Background: an optimization exercise with open tools, aiming at small area and a short achievable clock period. Do not read the settings as production practice. At most, simulation tests tie the RTL to the original design; equivalence was not proved. No functional check of the RTL was part of run 3. Power figures rest on the tool's default switching activity, not on a simulated workload.

==> flow/design.v (outline; a module is shown in full before it is edited, if it fits) <==
// module hwpe_stream_fifo: 51 lines
// module hwpe_shift_fifo: 51 lines
// module hwpe_ctrl_decode: 99 lines
// module hwpe_mac_engine: 1045 lines
// module hwpe_result_unit: 55 lines
// module cluster_hwpe_tile: 114 lines
module cluster_hwpe_tile #(
  parameter int unsigned OpndDepth = 4,
  parameter int unsigned ResDepth  = 4
) (
  input  logic                               clk_i,
  input  logic                               rst_n_i,
  input  logic                               wb_cyc_i,
  input  logic                               wb_stb_i,
  input  logic                               wb_we_i,
  input  logic [tile_cfg_pkg::WB_ADDR_W-1:0] wb_adr_i,
  input  logic [tile_cfg_pkg::WB_DATA_W-1:0] wb_dat_i,
  output logic [tile_cfg_pkg::WB_DATA_W-1:0] wb_dat_o,
  output logic                               wb_ack_o,
  output logic                               wb_err_o,
  output logic                               evt_o
);
  // ...
==> flow/flow/run.sh <==
#!/bin/bash
# Standard synthesis, then the standard layout with a tighter setup
# target for repair_timing and plain buffers on the ports; each step logs
# to its own file here (the ORFS logs are under orfs/logs).
# The clock and constraints are unchanged.
set -euo pipefail
MARGIN=${MARGIN:-6.6}
bash standard.sh synth > synth.log 2>&1
bash standard.sh SETUP_SLACK_MARGIN=$MARGIN "BUFFER_PORTS_ARGS=-buffer_cell sky130_fd_sc_hd__buf_2" finish > layout.log 2>&1
==> flow/standard.sh <==
#!/bin/bash
# synth_recipe.tcl (not shown) runs the flow's synth.tcl, then flattens the netlist and writes it again
# the make line also repeats each setting of config.mk as NAME=value (left out here)
make -C /OpenROAD-flow-scripts/flow DESIGN_CONFIG=/design/flow/config.mk WORK_HOME=/design/flow/orfs CLKGATE_MAP_FILE= SYNTH_SCRIPT=/design/flow/synth_recipe.tcl "${@:-finish}"
==> flow/config.mk <==
export PLATFORM = sky130hd
export DESIGN_NAME = cluster_hwpe_tile
export DESIGN_NICKNAME = cluster_hwpe_tile
export VERILOG_FILES = /design/flow/design.v
export SDC_FILE = /design/flow/constraint.sdc
export NUM_CORES = 4
export LEC_CHECK = 0
export ABC_CLOCK_PERIOD_IN_PS = 3500
export CAP_MARGIN = 20
export CORE_MARGIN = 2
export CORE_UTILIZATION = 40
export CTS_CLUSTER_DIAMETER = 140
export CTS_CLUSTER_SIZE = 22
export SLEW_MARGIN = 20
==> flow/constraint.sdc <==
create_clock -name core_clock -period 10.0 [get_ports {clk_i}]
set_input_delay 2.0000 -clock core_clock [delete_from_list [all_inputs] [get_ports {clk_i}]]
set_output_delay 2.0000 -clock core_clock [all_outputs]
set_load 0.01 [all_outputs]
==> qor.csv, run 1 <==
stage,metric,value,unit
timing,Slew headroom,31.8,%
floorplanning,I/O Pins,104,
floorplanning,Initial Util,40.5,%
finish,Multi-In Gates,1383,
timing,final period utilization,32.7,%
drt,M1 wire length,29.6,mm
drt,Routed WL per cell,23.0,um
finish,Inverters,117,
finish,"Area growth, synth to finish",10.5,%
drt,Met3 Wirelength,4.52,mm
floorplanning,die height,260,um
finish,multi-input combinational area share,42.0,%
finish,Clock buf/inv share,2.68,%
drt,Pre-antenna DRT Iters,6,
yosys,Post-Synthesis Cells,2101,
status,status,finished clean,
worst_setup_path,CP startpoint kind,register,
worst_setup_path,worst r2r src,i_opnd_fifo.mem_q[0][15],
finish,number of diodes,0,
place,Placer Congestion,0.845,
drt,Vias per Instance,5.45,
clock_tree,Sinks on Clock Net,472,
power_and_ir_drop,sequential share of power,38.4,%
power_and_ir_drop,P_leak,10.7,nW
clock_tree,Post CTS Setup Buffer Count,39,
yosys,syn avg cell area,12.5,sq um
global_route,initial antenna violation count,3,
global_route,first-pass GRT wire length,104,mm
global_route,met1 Usage GRT,28.0,%
power_and_ir_drop,Clock power frac,17.0,%
clock_tree,CTS tree,built,
worst_setup_path,CP cell instances,"buf_6, a22oi_1, xnor2_1, maj3_2, inv_1, maj3_1, fa_1, fa_1, xor2_1, xnor2_1",
yosys,largest area contributor in the netlist,edfxtp_1,
worst_setup_path,Worst Path Max Fanout,17,
==> inputs of run 2 (changes only) <==
--- a/flow/config.mk
+++ b/flow/config.mk
@@ -11,4 +11,4 @@
 export CORE_UTILIZATION = 40
 export CTS_CLUSTER_DIAMETER = 140
-export CTS_CLUSTER_SIZE = 22
+export CTS_CLUSTER_SIZE = 26
 export SLEW_MARGIN = 20
==> run 2 against run 1 <==
- clock skew rose by 0.0096 ns
- sequential power is essentially flat
- final cell count decreased by 0.30%
- sequential share of layout area grew 0.25 points
- design area is 0.55% lower
- maximum frequency is 0.24% lower
- still clean
- register-to-register slack hardly changed
- non-clock buffer count shrank 2
- synthesized cell count stayed put
- worst hold slack improved by 0.0034 ns
- area after synthesis did not move
==> qor.csv, run 2 <==
stage,metric,value,unit,change
drt,1st-iter DRT viols,1392,,
drt,Routed Antenna Nets,0,,
clock_tree,"Hold-fix buffers, CTS",0,,
global_route,first-pass GRT wire length,104,mm,-0.38%
timing,worst-margin pin slew,1.01,ns,
floorplanning,Initial Util,40.5,%,unchanged
finish,fillers,5962,,
drt,Vias per Instance,5.47,,+0.48%
clock_tree,clock root cell,clkbuf_16,,
run,# Max-Cap Violations,0,,
finish,area of the multi-input gates,12200,sq um,
clock_tree,clock-pin transition on the worst setup and hold timing paths,0.10,ns,
timing,final clock skew,0.0290,ns,
floorplanning,die width,260,um,
global_route,vias in the first global route,16713,,
clock_tree,H-tree depth,1,,
clock_tree,worst skew pair latency,0.59,ns,
timing,final setup fails,0,,
global_route,remaining global-route overflow,0,,
drt,Pre-antenna DRT Iters,5,,-1
yosys,most numerous cell in the Yosys netlist,edfxtp_1,,
finish,final non-filler cell total,3018,,
clock_tree,CTS max path bufs,3,,
finish,share of cells above drive strength 1,17.3,%,
clock_tree,Sinks on Clock Net,472,,unchanged
yosys,Async SR Flop Fraction,6.57,%,
timing,maximum clock frequency,305,MHz,
global_route,largest net degree at the start of global routing,67,,
yosys,Syn Std Cell Area,26200,sq um,
global_route,initial antenna violation count,3,,unchanged
power_and_ir_drop,Max VDD drop,0.127,mV,
clock_tree,CTS buffer count,22,,
finish,"Area growth, synth to finish",9.91,%,
finish,"most common cell after layout, fill and taps aside",edfxtp_1,,
yosys,number of flops mapped to enable cells by yosys,368,,
worst_setup_path,Critical Path Sink Type,register,,
place,# port buffers,73,,
power_and_ir_drop,P_leak,10.6,nW,-0.67%
place,Post-Place Setup Slack,5.80,ns,
yosys,syn avg cell area,12.5,sq um,unchanged
yosys,largest area contributor in the netlist,edfxtp_1,,
floorplanning,I/O Pins,104,,unchanged
timing,final setup margin,6.72,ns,
yosys,Synth cell types,66,,
place,placed cells,2930,,
timing,min Tclk post-route,3.28,ns,
worst_setup_path,Worst Path Max Fanout,17,,unchanged
yosys,register bit total from synthesis,472,,
timing,RSZ-0062 raised after global routing,false,,
drt,Vias,16515,,
drt,Routed Wire Length,69.4,mm,
yosys,Yosys warnings,7,,
yosys,top post-synthesis cells by count,"edfxtp_1 (368), xnor2_1 (253), nand2_1 (163)",,
worst_setup_path,CP startpoint kind,register,,
status,status,finished clean,,
place,DP HPWL,46.2,mm,
finish,nets,2379,,
timing,Fin. Hold Viols,0,,
yosys,Post-Synthesis Cells,2101,,unchanged
yosys,sequential area share after synthesis,50.7,%,
floorplanning,Die ar.,67600,sq um,
drt,Routed WL per cell,23.0,um,about the same
place,Placer Congestion,0.845,,unchanged
worst_setup_path,Worst EP arrival,3.61,ns,
clock_tree,CTS tree,built,,
floorplanning,die height,260,um,unchanged
worst_setup_path,worst path required time,10.33,ns,
timing,Slew headroom,32.9,%,+1.1 points
timing,final setup TNS,0,ns,
timing,final period utilization,32.8,%,+0.078 points
timing,final slew viol count,0,,
yosys,Post-Syn Nets,2334,,
yosys,Main synth FF type,edfxtp_1,,
finish,most frequent cells in the layout,"edfxtp_1 (368), xnor2_1 (238), nand2_1 (161)",,
finish,register area,13300,sq um,
global_route,Total Routing Usage GR,20.4,%,
drt,Post-route DRC,0,,
power_and_ir_drop,power per cell area,232,nW/um^2,
floorplanning,# rows,93,,
floorplanning,CORE AREA,64700,sq um,
yosys,top area cells in the synthesized netlist,"edfxtp_1 (42%), xnor2_1 (8.4%), fa_1 (6.5%)",,
min_path,HP Class,register to register,,
yosys,Synth top area share,42.1,%,
finish,Top Registers,"i_opnd_fifo.mem_q (128), i_res_fifo.mem_q (128)",,
worst_setup_path,crit path kind,register to register,,
[run 2: cell counts after synthesis]
No cell type changed its count.
[run 2: worst paths after layout]
check,from,endpoint,slack [ns],cells after the start
min in group asynchronous,rst_n_i,i_result.evt_q,1.52,1
worst max-delay path,i_opnd_fifo.mem_q[0][11],i_engine.c_q[17],6.72,10
worst max register to register,i_opnd_fifo.mem_q[0][11],i_engine.c_q[17],6.72,10
max in group asynchronous,rst_n_i,i_res_fifo.rd_ptr_q[0],7.88,1
worst min register to register,i_decode.ctrl_q[22],i_decode.wb_dat_o[22],0.49,2
worst min-delay path,i_decode.ctrl_q[22],i_decode.wb_dat_o[22],0.49,2
[run 2: worst max-delay path, stage by stage (launching register included)]
cell and delay [ns]:
edfxtp_1 0.43, buf_8 0.20, a22oi_1 0.23, xnor2_1 0.19, maj3_2 0.26, inv_1 0.05, maj3_1 0.38, fa_1 0.49
fa_1 0.53, xor2_1 0.19, xnor2_1 0.08
[run 2: cell type report]
cell class | count | share of cell area [%]
multi-input cells | 1383 | 42.2
repair inverters | 1 | 0.0260
well taps | 855 | 3.71
repair buffers | 150 | 3.98
clock inverters | 3 | 0.143
inverters | 116 | 1.57
diodes | 1 | 0.00868
clock buffers | 37 | 2.10
flip-flops and latches | 472 | 46.3
[run 2: where the power goes]
| group | switching [W] | internal (W) |
|---|---|---|
| sequential | 0.000144 | 0.00247 |
| combinational | 0.00159 | 0.00144 |
| clock | 0.000624 | 0.000429 |
| total | 0.00236 | 0.00434 |
[run 2: per-stage QoR]
| stage | hold slack, ns | utilization, % | cell area, sq um | power, W |
|---|---|---|---|---|
| final | 0.490 | 44.6 | 28800 | 0.00670 |
| after global routing | 0.527 | 44.6 | 28800 | 0.00713 |
| after CTS | 0.500 | 44.1 | 28500 | 0.00669 |
| after detailed placement | 0.474 | 42.3 | 27400 | 0.00560 |
| after global placement | 0.472 | 42.3 | 27400 | 0.00550 |
| after floorplan | 0.437 | - | 26300 | 0.00500 |
[run 2: per-layer routing]
metal  track usage [%]  vias up  part of all wire [%]
met2              34.5      536                    49
met4              5.56        0                   2.6
met5                 0        -                     0
met1              27.7     8428                    43
met3              2.74       92                   6.2
li1                  -     7459                     -
[run 2: what timing repair did]
action | in CTS | in global routing
gates cloned | 1 | 0
pin swaps | 3 | 15
resized for setup | 29 | 47
setup buffers | 38 | 8
endpoints found under the setup margin | 124 | 88
[run 2: kinds of logic (layout without fill, tap and decap cells)]
family	count (synthesis)	count (layout)	synth area share, %
simple gates	376	376	6.58
other cells	0	1	0
mux	122	122	6.50
fa+ha+maj	208	208	12.0
xor+xnor	341	341	11.7
flops	472	472	50.7
buf+inv	246	307	3.81
compound gates	336	336	8.75
==> module hwpe_ctrl_decode, before the edit <==
module hwpe_ctrl_decode (
  input  logic                                      clk_i,
  input  logic                                      rst_n_i,
  input  logic                                      wb_cyc_i,
  input  logic                                      wb_stb_i,
  input  logic                                      wb_we_i,
  input  logic [tile_cfg_pkg::WB_ADDR_W-1:0]        wb_adr_i,
  input  logic [tile_cfg_pkg::WB_DATA_W-1:0]        wb_dat_i,
  output logic [tile_cfg_pkg::WB_DATA_W-1:0]        wb_dat_o,
  output logic                                      wb_ack_o,
  output logic                                      wb_err_o,
  output logic                                      opnd_valid_o,
  input  logic                                      opnd_ready_i,
  output hwpe_pkg::operand_pair_t                   opnd_data_o,
  output logic                                      start_o,
  output hwpe_pkg::opcode_e                         opcode_o,
  output logic [tile_cfg_pkg::CTRL_LEN_W-1:0]       job_len_o,
  input  logic                                      res_valid_i,
  input  hwpe_pkg::result_t                         res_data_i,
  input  logic [tile_cfg_pkg::CTRL_LEN_W-1:0]       consumed_i,
  input  logic                                      evt_i,
  output logic                                      res_pop_o
);
  localparam logic [1:0] SEL_CTRL =
    2'(tile_cfg_pkg::REG_CTRL >> tile_cfg_pkg::REG_SEL_LSB);
  localparam logic [1:0] SEL_OPND =
    2'(tile_cfg_pkg::REG_OPND >> tile_cfg_pkg::REG_SEL_LSB);
  localparam logic [1:0] SEL_RESULT =
    2'(tile_cfg_pkg::REG_RESULT >> tile_cfg_pkg::REG_SEL_LSB);
  logic [tile_cfg_pkg::REG_SEL_W-1:0] reg_sel;
  logic                               req;
  logic [tile_cfg_pkg::WB_DATA_W-1:0] ctrl_q;
  logic                               ctrl_set_q;   
  logic                               ctrl_we;
  logic [tile_cfg_pkg::WB_DATA_W-1:0] status_word;
  logic [tile_cfg_pkg::WB_DATA_W-1:0] rdata_d;
  logic                               ack_d;
  logic                               err_d;
  assign req     = wb_cyc_i & wb_stb_i & ~wb_ack_o & ~wb_err_o;
  assign reg_sel = wb_adr_i[tile_cfg_pkg::REG_SEL_LSB +: tile_cfg_pkg::REG_SEL_W];
  assign opnd_valid_o = req & wb_we_i & (reg_sel == SEL_OPND);
  assign opnd_data_o  = hwpe_pkg::operand_pair_t'(wb_dat_i);
  assign ctrl_we = req & wb_we_i & (reg_sel == SEL_CTRL);
  assign res_pop_o = req & ~wb_we_i & (reg_sel == SEL_RESULT) & res_valid_i;
  assign opcode_o  = hwpe_pkg::opcode_e'(
    ctrl_q[tile_cfg_pkg::CTRL_OP_LSB +: tile_cfg_pkg::CTRL_OP_W]);
  assign job_len_o = ctrl_q[tile_cfg_pkg::CTRL_LEN_LSB +: tile_cfg_pkg::CTRL_LEN_W]
                   & {tile_cfg_pkg::CTRL_LEN_W{ctrl_set_q}};
  always_comb begin
    status_word = '0;
    status_word[tile_cfg_pkg::STAT_EVT_BIT]    = evt_i;
    status_word[tile_cfg_pkg::STAT_RVALID_BIT] = res_valid_i;
    status_word[tile_cfg_pkg::STAT_OFULL_BIT]  = ~opnd_ready_i;
    status_word[tile_cfg_pkg::STAT_CNT_LSB +: tile_cfg_pkg::CTRL_LEN_W] = consumed_i;
  end
  always_comb begin
    ack_d = 1'b0;
    err_d = 1'b0;
    if (req) begin
      case (reg_sel)
        SEL_OPND:   ack_d = ~wb_we_i | opnd_ready_i;
        SEL_RESULT: begin
          ack_d = wb_we_i | res_valid_i;
          err_d = ~wb_we_i & ~res_valid_i;
        end
        default:    ack_d = 1'b1;
      endcase
    end
  end
  always_comb begin
    case (reg_sel)
      SEL_CTRL:   rdata_d = ctrl_set_q ? ctrl_q : '0;
      SEL_OPND:   rdata_d = '0;
      SEL_RESULT: rdata_d = res_data_i;
      default:    rdata_d = status_word;
    endcase
  end
  always_ff @(posedge clk_i or negedge rst_n_i) begin
    if (!rst_n_i) begin
      wb_ack_o   <= 1'b0;
      wb_err_o   <= 1'b0;
      start_o    <= 1'b0;
      ctrl_set_q <= 1'b0;
    end else begin
      wb_ack_o <= ack_d;
      wb_err_o <= err_d;
      start_o  <= ctrl_we;
      if (ctrl_we) begin
        ctrl_set_q <= 1'b1;
      end
    end
  end
  always_ff @(posedge clk_i) begin
    if (ctrl_we) begin
      ctrl_q <= wb_dat_i;
    end
    wb_dat_o <= rdata_d;
  end
endmodule
==> module hwpe_result_unit, before the edit <==
module hwpe_result_unit (
  input  logic                                clk_i,
  input  logic                                rst_n_i,
  input  logic                                start_i,
  input  logic [tile_cfg_pkg::CTRL_LEN_W-1:0] job_len_i,
  input  logic                                res_valid_i,
  output logic                                res_ready_o,
  input  hwpe_pkg::result_t                   res_data_i,
  input  logic                                pop_i,
  output logic                                head_valid_o,
  output hwpe_pkg::result_t                   head_data_o,
  output logic [tile_cfg_pkg::CTRL_LEN_W-1:0] consumed_o,
  output logic                                evt_o
);
  logic [tile_cfg_pkg::CTRL_LEN_W-1:0] count_q;
  logic [tile_cfg_pkg::CTRL_LEN_W-1:0] count_inc;
  hwpe_pkg::result_t                   head_q;
  logic                                head_valid_q;
  logic                                evt_q;
  logic                                load;
  assign res_ready_o = ~head_valid_q | pop_i;
  assign load        = res_valid_i & res_ready_o;
  assign count_inc   = count_q + 1'b1;
  always_ff @(posedge clk_i or negedge rst_n_i) begin
    if (!rst_n_i) begin
      head_valid_q <= 1'b0;
      count_q      <= '0;
      evt_q        <= 1'b0;
    end else begin
      if (load) begin
        head_valid_q <= 1'b1;
      end else if (pop_i) begin
        head_valid_q <= 1'b0;
      end
      if (start_i) begin
        count_q <= '0;
        evt_q   <= 1'b0;
      end else if (pop_i) begin
        count_q <= count_inc;
        if ((count_inc == job_len_i) && (job_len_i != '0)) begin
          evt_q <= 1'b1;
        end
      end
    end
  end
  always_ff @(posedge clk_i) begin
    if (load) begin
      head_q <= res_data_i;
    end
  end
  assign head_valid_o = head_valid_q;
  assign head_data_o  = head_q;
  assign consumed_o   = count_q;
  assign evt_o        = evt_q;
endmodule
==> module cluster_hwpe_tile, before the edit <==
module cluster_hwpe_tile #(
  parameter int unsigned OpndDepth = 4,
  parameter int unsigned ResDepth  = 4
) (
  input  logic                               clk_i,
  input  logic                               rst_n_i,
  input  logic                               wb_cyc_i,
  input  logic                               wb_stb_i,
  input  logic                               wb_we_i,
  input  logic [tile_cfg_pkg::WB_ADDR_W-1:0] wb_adr_i,
  input  logic [tile_cfg_pkg::WB_DATA_W-1:0] wb_dat_i,
  output logic [tile_cfg_pkg::WB_DATA_W-1:0] wb_dat_o,
  output logic                               wb_ack_o,
  output logic                               wb_err_o,
  output logic                               evt_o
);
  logic                                opnd_valid;
  logic                                opnd_ready;
  hwpe_pkg::operand_pair_t             opnd_data;
  logic                                eng_in_valid;
  logic                                eng_in_ready;
  hwpe_pkg::operand_pair_t             eng_in_data;
  hwpe_pkg::operand_pair_t             eng_in_next;
  logic                                eng_out_valid;
  logic                                eng_out_ready;
  hwpe_pkg::result_t                   eng_out_data;
  logic                                rf_valid;
  logic                                rf_ready;
  hwpe_pkg::result_t                   rf_data;
  logic                                head_valid;
  hwpe_pkg::result_t                   head_data;
  logic [tile_cfg_pkg::CTRL_LEN_W-1:0] consumed;
  logic [tile_cfg_pkg::CTRL_LEN_W-1:0] job_len;
  hwpe_pkg::opcode_e                   opcode;
  logic                                start;
  logic                                res_pop;
  hwpe_ctrl_decode i_decode (
    .clk_i        (clk_i),
    .rst_n_i      (rst_n_i),
    .wb_cyc_i     (wb_cyc_i),
    .wb_stb_i     (wb_stb_i),
    .wb_we_i      (wb_we_i),
    .wb_adr_i     (wb_adr_i),
    .wb_dat_i     (wb_dat_i),
    .wb_dat_o     (wb_dat_o),
    .wb_ack_o     (wb_ack_o),
    .wb_err_o     (wb_err_o),
    .opnd_valid_o (opnd_valid),
    .opnd_ready_i (opnd_ready),
    .opnd_data_o  (opnd_data),
    .start_o      (start),
    .opcode_o     (opcode),
    .job_len_o    (job_len),
    .res_valid_i  (head_valid),
    .res_data_i   (head_data),
    .consumed_i   (consumed),
    .evt_i        (evt_o),
    .res_pop_o    (res_pop)
  );
  hwpe_shift_fifo #(
    .Depth    (OpndDepth),
    .Width    (2 * hwpe_pkg::OPERAND_W)
  ) i_opnd_fifo (
    .clk_i      (clk_i),
    .rst_n_i    (rst_n_i),
    .in_valid_i (opnd_valid),
    .in_ready_o (opnd_ready),
    .in_data_i  (opnd_data),
    .out_valid_o(eng_in_valid),
    .out_ready_i(eng_in_ready),
    .out_data_o (eng_in_data),
    .out_next_o (eng_in_next)
  );
  hwpe_mac_engine i_engine (
    .clk_i       (clk_i),
    .rst_n_i     (rst_n_i),
    .start_i     (start),
    .opcode_i    (opcode),
    .opnd_valid_i(eng_in_valid),
    .opnd_ready_o(eng_in_ready),
    .opnd_data_i (eng_in_data),
    .opnd_next_i (eng_in_next),
    .res_valid_o (eng_out_valid),
    .res_ready_i (eng_out_ready),
    .res_data_o  (eng_out_data)
  );
  hwpe_stream_fifo #(
    .Depth    (ResDepth),
    .Width    (hwpe_pkg::RESULT_W)
  ) i_res_fifo (
    .clk_i      (clk_i),
    .rst_n_i    (rst_n_i),
    .in_valid_i (eng_out_valid),
    .in_ready_o (eng_out_ready),
    .in_data_i  (eng_out_data),
    .out_valid_o(rf_valid),
    .out_ready_i(rf_ready),
    .out_data_o (rf_data)
  );
  hwpe_result_unit i_result (
    .clk_i       (clk_i),
    .rst_n_i     (rst_n_i),
    .start_i     (start),
    .job_len_i   (job_len),
    .res_valid_i (rf_valid),
    .res_ready_o (rf_ready),
    .res_data_i  (rf_data),
    .pop_i       (res_pop),
    .head_valid_o(head_valid),
    .head_data_o (head_data),
    .consumed_o  (consumed),
    .evt_o       (evt_o)
  );
endmodule
==> inputs of run 3 (changes only) <==
--- a/flow/design.v
+++ b/flow/design.v
@@ -154,5 +154,6 @@
   input  logic [tile_cfg_pkg::CTRL_LEN_W-1:0]       consumed_i,
   input  logic                                      evt_i,
-  output logic                                      res_pop_o
+  output logic                                      res_pop_o,
+  output logic                                      res_read_o
 );
   localparam logic [1:0] SEL_CTRL =
@@ -176,5 +177,6 @@
   assign opnd_data_o  = hwpe_pkg::operand_pair_t'(wb_dat_i);
   assign ctrl_we = req & wb_we_i & (reg_sel == SEL_CTRL);
-  assign res_pop_o = req & ~wb_we_i & (reg_sel == SEL_RESULT) & res_valid_i;
+  assign res_read_o = req & ~wb_we_i & (reg_sel == SEL_RESULT);
+  assign res_pop_o  = res_read_o & res_valid_i;
   assign opcode_o  = hwpe_pkg::opcode_e'(
     ctrl_q[tile_cfg_pkg::CTRL_OP_LSB +: tile_cfg_pkg::CTRL_OP_W]);
@@ -1286,4 +1288,5 @@
   input  hwpe_pkg::result_t                   res_data_i,
   input  logic                                pop_i,
+  input  logic                                read_i,    
   output logic                                head_valid_o,
   output hwpe_pkg::result_t                   head_data_o,
@@ -1323,5 +1326,5 @@
   end
   always_ff @(posedge clk_i) begin
-    if (load) begin
+    if (!head_valid_q || read_i) begin
       head_q <= res_data_i;
     end
@@ -1368,4 +1371,5 @@
   logic                                start;
   logic                                res_pop;
+  logic                                res_read;
   hwpe_ctrl_decode i_decode (
     .clk_i        (clk_i),
@@ -1389,5 +1393,6 @@
     .consumed_i   (consumed),
     .evt_i        (evt_o),
-    .res_pop_o    (res_pop)
+    .res_pop_o    (res_pop),
+    .res_read_o   (res_read)
   );
   hwpe_shift_fifo #(
@@ -1440,4 +1445,5 @@
     .res_data_i  (rf_data),
     .pop_i       (res_pop),
+    .read_i      (res_read),
     .head_valid_o(head_valid),
     .head_data_o (head_data),
--- a/flow/config.mk
+++ b/flow/config.mk
@@ -11,4 +11,4 @@
 export CORE_UTILIZATION = 40
 export CTS_CLUSTER_DIAMETER = 140
-export CTS_CLUSTER_SIZE = 26
+export CTS_CLUSTER_SIZE = 22
 export SLEW_MARGIN = 20
==> run 3 against run 2 <==
- still clean
- critical path depth is 3 higher
- worst hold slack better by 0.0069 ns
- clock skew is 0.0043 ns lower
- sequential power is 5% higher
- core utilization is 0.59 points higher
- sequential cell count stayed put
- via count is 0.58% lower
- worst setup slack worse by 0.11 ns
- sequential share of layout area is 0.51 points lower
- first-iteration DRC count is 6.7% higher
- global-route usage is 0.46 points lower
- critical path type unchanged
- highest routed layer unchanged
==> qor.csv, run 3 <==
stage,metric,value,unit,change
power_and_ir_drop,P_leak,10.8,nW,+1.8%
timing,min Tclk post-route,3.39,ns,+0.107 ns
drt,Vias per Instance,5.41,,-1.1%
min_path,HP Class,register to register,,
place,Placer Congestion,0.838,,-0.84%
worst_setup_path,worst path required time,10.32,ns,about the same
drt,Post-route DRC,0,,unchanged
finish,register area,13300,sq um,about the same
floorplanning,Initial Util,40.6,%,about the same
timing,Slew headroom,29.1,%,-3.8 points
worst_setup_path,crit path kind,register to register,,
timing,final clock skew,0.0246,ns,-0.00433 ns
power_and_ir_drop,Total Power,0.00700,W,+4.5%
drt,Routed Wire Length,67.7,mm,-2.4%
yosys,syn avg cell area,12.5,sq um,about the same
global_route,remaining global-route overflow,0,,unchanged
finish,share of cells above drive strength 1,18.7,%,+1.4 points
drt,Routed WL per cell,22.3,um,-3.0%
yosys,register bit total from synthesis,472,,unchanged
power_and_ir_drop,Max VDD drop,0.134,mV,+5.1%
power_and_ir_drop,sequential share of power,39.4,%,+0.3 points
floorplanning,CORE AREA,64600,sq um,-0.18%
floorplanning,die width,260,um,about the same
min_path,hold_sp,i_decode.ctrl_q[23],,
yosys,Post-Syn Nets,2331,,-0.13%
yosys,top post-synthesis cells by count,"edfxtp_1 (368), xnor2_1 (251), nand2_1 (157)",,
finish,nets,2393,,+0.59%
finish,most frequent cells in the layout,"edfxtp_1 (368), xnor2_1 (237), nand2_1 (155)",,
clock_tree,CTS buffer count,26,,+18%
timing,final setup TNS,0,ns,unchanged
status,status,finished clean,,
worst_setup_path,CP startpoint kind,register,,
power_and_ir_drop,power per cell area,240,nW/um^2,+3.3%
worst_setup_path,Worst Path Max Fanout,4,,-13
finish,"most common cell after layout, fill and taps aside",edfxtp_1,,
clock_tree,clock-pin transition on the worst setup and hold timing paths,0.09,ns,about the same
yosys,largest area contributor in the netlist,edfxtp_1,,
clock_tree,"Hold-fix buffers, CTS",0,,unchanged
floorplanning,die height,260,um,about the same
drt,Pre-antenna DRT Iters,5,,unchanged
timing,maximum clock frequency,295,MHz,-3.2%
yosys,Async SR Flop Fraction,6.57,%,unchanged
yosys,Synth cell types,64,,-3.0%
yosys,Post-Synthesis Cells,2098,,-0.14%
timing,Fin. Hold Viols,0,,unchanged
yosys,Synth top area share,42.2,%,+0.060 points
yosys,Yosys warnings,7,,unchanged
worst_setup_path,Critical Path Sink Type,register,,
floorplanning,# rows,93,,unchanged
global_route,initial antenna violation count,3,,unchanged
finish,"Area growth, synth to finish",11.3,%,
yosys,sequential area share after synthesis,50.7,%,+0.073 points
power_and_ir_drop,NetSw,0.00246,W,+4.4%
timing,worst hold slack,0.497,ns,+0.00689 ns
global_route,largest net degree at the start of global routing,67,,unchanged
yosys,Main synth FF type,edfxtp_1,,
clock_tree,CTS tree,built,,
floorplanning,Die ar.,67500,sq um,-0.14%
worst_setup_path,worst r2r src,i_engine.c_q[0],,
yosys,most numerous cell in the Yosys netlist,edfxtp_1,,
global_route,first-pass GRT wire length,102,mm,-2.3%
worst_setup_path,Worst Setup SP,i_engine.c_q[0],,
timing,final setup fails,0,,unchanged
finish,fin util,45.2,%,+0.59 points
finish,Top Registers,"i_opnd_fifo.mem_q (128), i_res_fifo.mem_q (128)",,
timing,final slew viol count,0,,unchanged
power_and_ir_drop,Comb pwr share,44.2,%,-1.0 points
place,DP HPWL,44.7,mm,-3.4%
place,placed cells,2925,,-0.17%
yosys,number of flops mapped to enable cells by yosys,368,,unchanged
drt,Routed Antenna Nets,0,,unchanged
clock_tree,H-tree depth,1,,unchanged
finish,final non-filler cell total,3035,,+0.56%
finish,number of diodes,0,,-1
power_and_ir_drop,Internal,0.00453,W,+4.5%
floorplanning,I/O Pins,104,,unchanged
finish,area of the multi-input gates,12300,sq um,+1.1%
yosys,Syn Std Cell Area,26200,sq um,-0.14%
worst_setup_path,Worst EP arrival,3.71,ns,+0.10 ns
power_and_ir_drop,Clock power frac,16.4,%,+0.7 points
finish,fillers,5849,,-1.9%
run,# Max-Cap Violations,0,,unchanged
global_route,Total Routing Usage GR,20.0,%,-0.46 points
timing,RSZ-0062 raised after global routing,true,,
place,# port buffers,73,,unchanged
yosys,top area cells in the synthesized netlist,"edfxtp_1 (42%), xnor2_1 (8.4%), fa_1 (6.5%)",,
clock_tree,worst skew pair latency,0.59,ns,about the same
global_route,vias in the first global route,16382,,-2.0%
clock_tree,Sinks on Clock Net,472,,unchanged
drt,Vias,16420,,-0.58%
power_and_ir_drop,sw frac,35.2,%,about the same
clock_tree,clock root cell,clkbuf_16,,
drt,1st-iter DRT viols,1485,,+6.7%
clock_tree,CTS max path bufs,3,,unchanged
timing,final period utilization,33.9,%,+1.1 points
timing,worst-margin pin slew,1.06,ns,+0.0574 ns
-- run 3: cell count changes in the layout (fill, tap and decap cells not counted), moves of 3 or more --
| cell | delta |
|---|---|
| dfxtp_2 | +4 |
| nand3_1 | -4 |
| clkbuf_16 | +4 |
| nor2_1 | +6 |
| clkbuf_1 | +3 |
| a22oi_2 | +4 |
| nand2_1 | -6 |
| dfxtp_1 | -4 |
| a22oi_1 | -4 |
| buf_4 | +12 |
-- run 3: final timing paths --
kind	endpoint	slack, ns	cells past startpoint
worst max-delay path	i_res_fifo.mem_q[0][19]	6.61	13
worst min-delay path	i_decode.wb_dat_o[23]	0.50	2
worst max register to register	i_res_fifo.mem_q[0][19]	6.61	13
worst min register to register	i_decode.wb_dat_o[23]	0.50	2
max in group asynchronous	i_res_fifo.rd_ptr_q[0]	7.93	1
min in group asynchronous	i_res_fifo.rd_ptr_q[1]	1.50	1
-- run 3: cells by family (layout without fill, tap and decap cells) --
| group | after synthesis | in the layout | synth area share [%] |
|---|---|---|---|
| flip-flops | 472 | 472 | 50.7 |
| AND/OR/NAND/NOR | 376 | 377 | 6.58 |
| XOR/XNOR | 343 | 343 | 11.8 |
| AO/OA/AOI/OAI | 330 | 330 | 8.58 |
| buffers and inverters | 246 | 327 | 3.78 |
| adder cells (fa/ha/maj) | 209 | 209 | 12.1 |
| multiplexers | 122 | 122 | 6.51 |
-- run 3: repair_timing --
item	4_1_cts	5_1_grt
gates resized for setup	40	54
gates cloned	1	0
pin swaps	18	17
buffers inserted	40	21
endpoints found under the setup margin	100	100
-- run 3: per-layer routing --
metal	up-vias	wire length, um	GRT usage, %
met1	8299	29800	27.9
met3	103	3800	2.28
met5	-	0	0
met4	0	1950	5.51
li1	7497	-	-
met2	521	32200	32.9
-- run 3: cell type report --
cell class / instances / area share [%]
sequential: 472 / 45.8
inverter: 117 / 1.52
clock inverter: 4 / 0.180
tap: 855 / 3.67
multi-input combinational: 1381 / 42.2
timing repair buffer: 162 / 4.25
clock buffer: 44 / 2.46
-- run 3: worst max-delay path, stage by stage, from the launching register on --
cell	delay, ns
edfxtp_1	0.42
ha_2	0.21
inv_2	0.05
fa_2	0.20
nor2b_2	0.05
o21ai_2	0.13
a21boi_2	0.07
o311a_1	0.30
o211ai_1	0.40
a21o_1	0.29
or4b_4	0.50
a31oi_4	0.23
o21bai_4	0.10
xor2_4	0.17
-- run 3: per-stage QoR --
stage                     cell area (sq um)  setup WS (ns)
after floorplan                       26300           6.60
after global placement                27400           5.91
after detailed placement              27400           5.85
after CTS                             28700           6.51
after global routing                  29200           6.45
final                                 29200           6.61
-- run 3: power groups by stage --
stage / Combinational (W) / Clock (W) / Sequential (W)
after floorplan: 0.00247 / 0 / 0.00265
after global placement: 0.00286 / 0 / 0.00281
after detailed placement: 0.00296 / 0 / 0.00282
after CTS: 0.00303 / 0.00118 / 0.00276
after global routing: 0.00344 / 0.00124 / 0.00277
final: 0.00309 / 0.00115 / 0.00275

## what the ideal ports hide
No port has a modelled driver above. Below, the same layouts with a new extraction and two added sets of constraints.
Step 1 (the two cells are an assumption about what drives the block):
set clk [get_ports {clk_i}]
set_driving_cell -lib_cell sky130_fd_sc_hd__clkbuf_16 $clk
set_driving_cell -lib_cell sky130_fd_sc_hd__buf_2 [delete_from_list [all_inputs] $clk]
Step 2 times the ports against the registers' clock, not the clock port: input delays grow and output delays shrink by t, the midpoint of the rising clock arrivals with the driver on.
a / b / c = ideal / step 1 / step 2; a / b = the first two.
| run | t (ns) | setup WS [ns] | worst hold slack (ns) | pins driven straight from the clock port |
|---|---|---|---|---|
| run 1 | 0.647 | 6.727 / 6.727 / 6.201 | 0.486 / 0.486 / 0.486 | 1 |
| run 2 | 0.637 | 6.719 / 6.719 / 6.227 | 0.490 / 0.490 / 0.490 | 1 |
| run 3 | 0.641 | 6.612 / 6.612 / 6.130 | 0.497 / 0.497 / 0.497 | 1 |
After both steps setup and hold are still met in every run listed. The setup slack of run 1, which loses most, moves by 0.000 ns with the drivers and by -0.526 ns with both steps.
